Background: an optimization exercise with open tools, aiming at small area and a short achievable clock period. Do not read the settings as production practice. In this exercise RTL edits were held to simulation tests only and were not proved equivalent to the original. Power is estimated from default activity; no workload was simulated.

Design yapp_rx_router, start of the top module:
module yapp_rx_router #(
    parameter int DATA_W     = yapp_rx_pkg::DEF_DATA_W,
    parameter int NUM_CH     = yapp_rx_pkg::DEF_NUM_CH,
    parameter int ADDR_W     = yapp_rx_pkg::DEF_ADDR_W,
    parameter int FIFO_DEPTH = yapp_rx_pkg::DEF_FIFO_DEPTH
) (
    input  logic                       clock,
    input  logic                       reset,
    input  logic [DATA_W-1:0]          in_data,
    input  logic                       in_data_vld,
    output logic                       in_suspend,
    output logic                       error,
    output logic [NUM_CH*DATA_W-1:0]   ch_data,
    output logic [NUM_CH-1:0]          ch_vld,
    input  logic [NUM_CH-1:0]          ch_rd,
    output logic [15:0]                drop_cnt
);
clock: 5.5 ns
lec_check: 0
abc_clock_period_in_ps: 2400
cap_margin: 20
core_margin: 2
core_utilization: 45
cts_cluster_diameter: 60
cts_cluster_size: 24
place_density: 0.62
setup_slack_margin: 3.1
slew_margin: 20
standard.sh (not shown) runs the stock make flow with config.mk's settings and CLKGATE_MAP_FILE= SYNTH_SCRIPT=/design/flow/synth_recipe.tcl, a recipe that flattens the netlist after the stock synthesis.
==> flow/flow/run.sh <==
#!/bin/bash
# The standard layout, with clock tree synthesis told not to add dummy loads.
# Each tool's output goes to standard.log in this folder; ORFS keeps its
# per-step logs under orfs/logs.
set -euo pipefail
bash standard.sh finish \
  "CTS_ARGS=-sink_clustering_enable -repair_clock_nets -sink_clustering_size 24 -sink_clustering_max_diameter 60 -dont_use_dummy_load" \
  > standard.log 2>&1
The baseline finished with timing, DRC and antenna clean.
Next try:
--- a/flow/flow/run.sh
+++ b/flow/flow/run.sh
@@ -7 +7 @@
-  "CTS_ARGS=-sink_clustering_enable -repair_clock_nets -sink_clustering_size 24 -sink_clustering_max_diameter 60 -dont_use_dummy_load" \
+  "CTS_ARGS=-sink_clustering_enable -repair_clock_nets -sink_clustering_size 28 -sink_clustering_max_diameter 65 -dont_use_dummy_load" \
Settings changed: CORE_UTILIZATION 45 to 55, CTS_CLUSTER_DIAMETER 60 to 65, CTS_CLUSTER_SIZE 24 to 28, PLACE_DENSITY 0.62 to 0.7.
Outcome: Final cell count goes down by about 6%; global-route usage goes up by 4.5 points; design area goes down by about 1.5%; wire length goes down by 3.3%.
Next try:
--- a/flow/flow/run.sh
+++ b/flow/flow/run.sh
@@ -7 +7 @@
-  "CTS_ARGS=-sink_clustering_enable -repair_clock_nets -sink_clustering_size 28 -sink_clustering_max_diameter 65 -dont_use_dummy_load" \
+  "CTS_ARGS=-sink_clustering_enable -repair_clock_nets -sink_clustering_size 18 -sink_clustering_max_diameter 50 -dont_use_dummy_load -root_buf sky130_fd_sc_hd__clkbuf_16 -buf_list \"sky130_fd_sc_hd__clkbuf_8 sky130_fd_sc_hd__clkbuf_16\"" \
Settings changed: CORE_UTILIZATION 55 to 45, CTS_CLUSTER_DIAMETER 65 to 60, CTS_CLUSTER_SIZE 28 to 24, PLACE_DENSITY 0.7 to 0.62.
Effect: With this change the flow did not get past 4_1_cts; synthesized cell count does not change; synthesized area does not change.
Next try:
==> flow/flow/run.sh (replaced) <==
#!/bin/bash
# The standard layout, with two changes: clock tree synthesis adds no dummy
# loads, and after placement each output buffer is moved next to the
# flip-flop that drives it (flow/obuf.tcl). Tool output goes to logs in this
# folder; ORFS keeps its per-step logs under orfs/logs.
set -euo pipefail
CTS="CTS_ARGS=-sink_clustering_enable -repair_clock_nets -sink_clustering_size 24 -sink_clustering_max_diameter 60 -dont_use_dummy_load"
bash standard.sh place "$CTS" > standard_place.log 2>&1
RES=$(ls -d orfs/results/*/*/base)
PLACE_ODB=$PWD/$RES/3_place.odb CELL_PAD_IN_SITES_DETAIL_PLACEMENT=0 \
  openroad -no_init -exit flow/obuf.tcl > obuf.log 2>&1
bash standard.sh finish "$CTS" > standard.log 2>&1
==> flow/flow/obuf.tcl (new file) <==
# Put each output port's buffer right next to the flip-flop that drives it, so
# the buffer, not the flip-flop, drives the wire out to the pin. Then legalize.
read_db $::env(PLACE_ODB)
set block [ord::get_db_block]
set moved 0
foreach bt [$block getBTerms] {
  if {[$bt getIoType] ne "OUTPUT"} { continue }
  set net [$bt getNet]
  set buf ""
  foreach it [$net getITerms] { if {[$it isOutputSignal]} { set buf [$it getInst] } }
  if {$buf eq ""} { continue }
  set a [$buf findITerm A]
  if {$a eq "NULL" || $a eq ""} { continue }
  set ff ""
  foreach it [[$a getNet] getITerms] { if {[$it isOutputSignal]} { set ff [$it getInst] } }
  if {$ff eq ""} { continue }
  set loc [$ff getLocation]
  set w [[$ff getMaster] getWidth]
  $buf setOrient [$ff getOrient]
  $buf setLocation [expr {[lindex $loc 0] + $w}] [lindex $loc 1]
  incr moved
}
puts "moved $moved output buffers"
set_placement_padding -global -left $::env(CELL_PAD_IN_SITES_DETAIL_PLACEMENT) -right $::env(CELL_PAD_IN_SITES_DETAIL_PLACEMENT)
detailed_placement
check_placement -verbose
write_db $::env(PLACE_ODB)
Settings changed: CORE_UTILIZATION 45 to 55, PLACE_DENSITY 0.62 to 0.7.
Result: Now the flow went through all stages and came out clean. Synthesized cell count is unchanged. Area after synthesis does not change.
Next try:
==> flow/run.sh (new file) <==
#!/bin/bash
# synth_recipe.tcl (not shown) runs the flow's synth.tcl, then flattens the netlist and writes it again
# the make line also repeats each setting of config.mk as NAME=value (left out here)
make -C /OpenROAD-flow-scripts/flow DESIGN_CONFIG=/design/flow/config.mk WORK_HOME=/design/flow/orfs CLKGATE_MAP_FILE= SYNTH_SCRIPT=/design/flow/synth_recipe.tcl finish
Settings changed: CORE_UTILIZATION 55 to 45, PLACE_DENSITY 0.7 to 0.62.
removed: flow/flow/run.sh
removed: flow/flow/obuf.tcl
removed: flow/standard.sh
Final cell count rose by about 8%.
Global-route usage fell by 4.8 points.
Setup slack degrades by 120 ps.
Core utilization fell by 9.9 points.
Total power rose by 8.1%.
Area after synthesis does not change.
Fmax fell by about 5%.
Synthesized cell count does not change.
Clock-buffer cell count rose by 17.
Next try:
==> flow/flow/run.sh (new file) <==
#!/bin/bash
# The standard layout, with clock tree synthesis told not to add dummy loads.
# Each tool's output goes to standard.log in this folder; ORFS keeps its
# per-step logs under orfs/logs.
set -euo pipefail
bash standard.sh finish \
  "CTS_ARGS=-sink_clustering_enable -repair_clock_nets -sink_clustering_size 24 -sink_clustering_max_diameter 60 -dont_use_dummy_load" \
  > standard.log 2>&1
==> flow/standard.sh (new file) <==
#!/bin/bash
# synth_recipe.tcl (not shown) runs the flow's synth.tcl, then flattens the netlist and writes it again
# the make line also repeats each setting of config.mk as NAME=value (left out here)
make -C /OpenROAD-flow-scripts/flow DESIGN_CONFIG=/design/flow/config.mk WORK_HOME=/design/flow/orfs CLKGATE_MAP_FILE= SYNTH_SCRIPT=/design/flow/synth_recipe.tcl "${@:-finish}"
Settings changed: CORE_UTILIZATION 45 to 65, PLACE_DENSITY 0.62 to 0.78.
removed: flow/run.sh
Result: Synthesized area stays the same; clock power drops by 27%; design area drops by 3.6%; total power drops by 9.1%; wire length drops by 5.5%.

-- static timing again, ports no longer ideal --
Ports are ideal in the flow. The routed layouts listed here were re-timed in OpenROAD.
Step 1 sets driving cells, clkbuf_16 on the clock port and buf_2 on the other inputs (assumed; they add their load-dependent delay and slew).
Step 2 moves the port delays by t, midway between the first and last clock arrival at a register: inputs arrive t later, outputs are due t later. That takes back most of the time a late clock gives input paths.
Slacks: ideal ports / drivers / drivers and shift; pairs: ideal ports / drivers.
run | t (ns) | setup WS [ns] | clock arrival spread, ns | worst register clock-pin slew, ns
the first run | 0.825 | 2.980 / 2.899 / 2.353 | 0.122 / 0.122 | 0.10 / 0.10
the second run | 0.748 | 3.024 / 2.948 / 2.397 | 0.109 / 0.108 | 0.11 / 0.11
the fourth run | 0.777 | 3.092 / 3.018 / 2.387 | 0.087 / 0.087 | 0.09 / 0.09
the fifth run | 0.844 | 2.972 / 2.891 / 2.342 | 0.075 / 0.075 | 0.10 / 0.10
the sixth run | 0.771 | 3.010 / 2.932 / 2.332 | 0.092 / 0.092 | 0.09 / 0.09
After both steps every run listed still meets setup and hold. For the fourth run, which loses most, drivers alone change the setup slack by -0.074 ns; drivers and shift together by -0.705 ns.
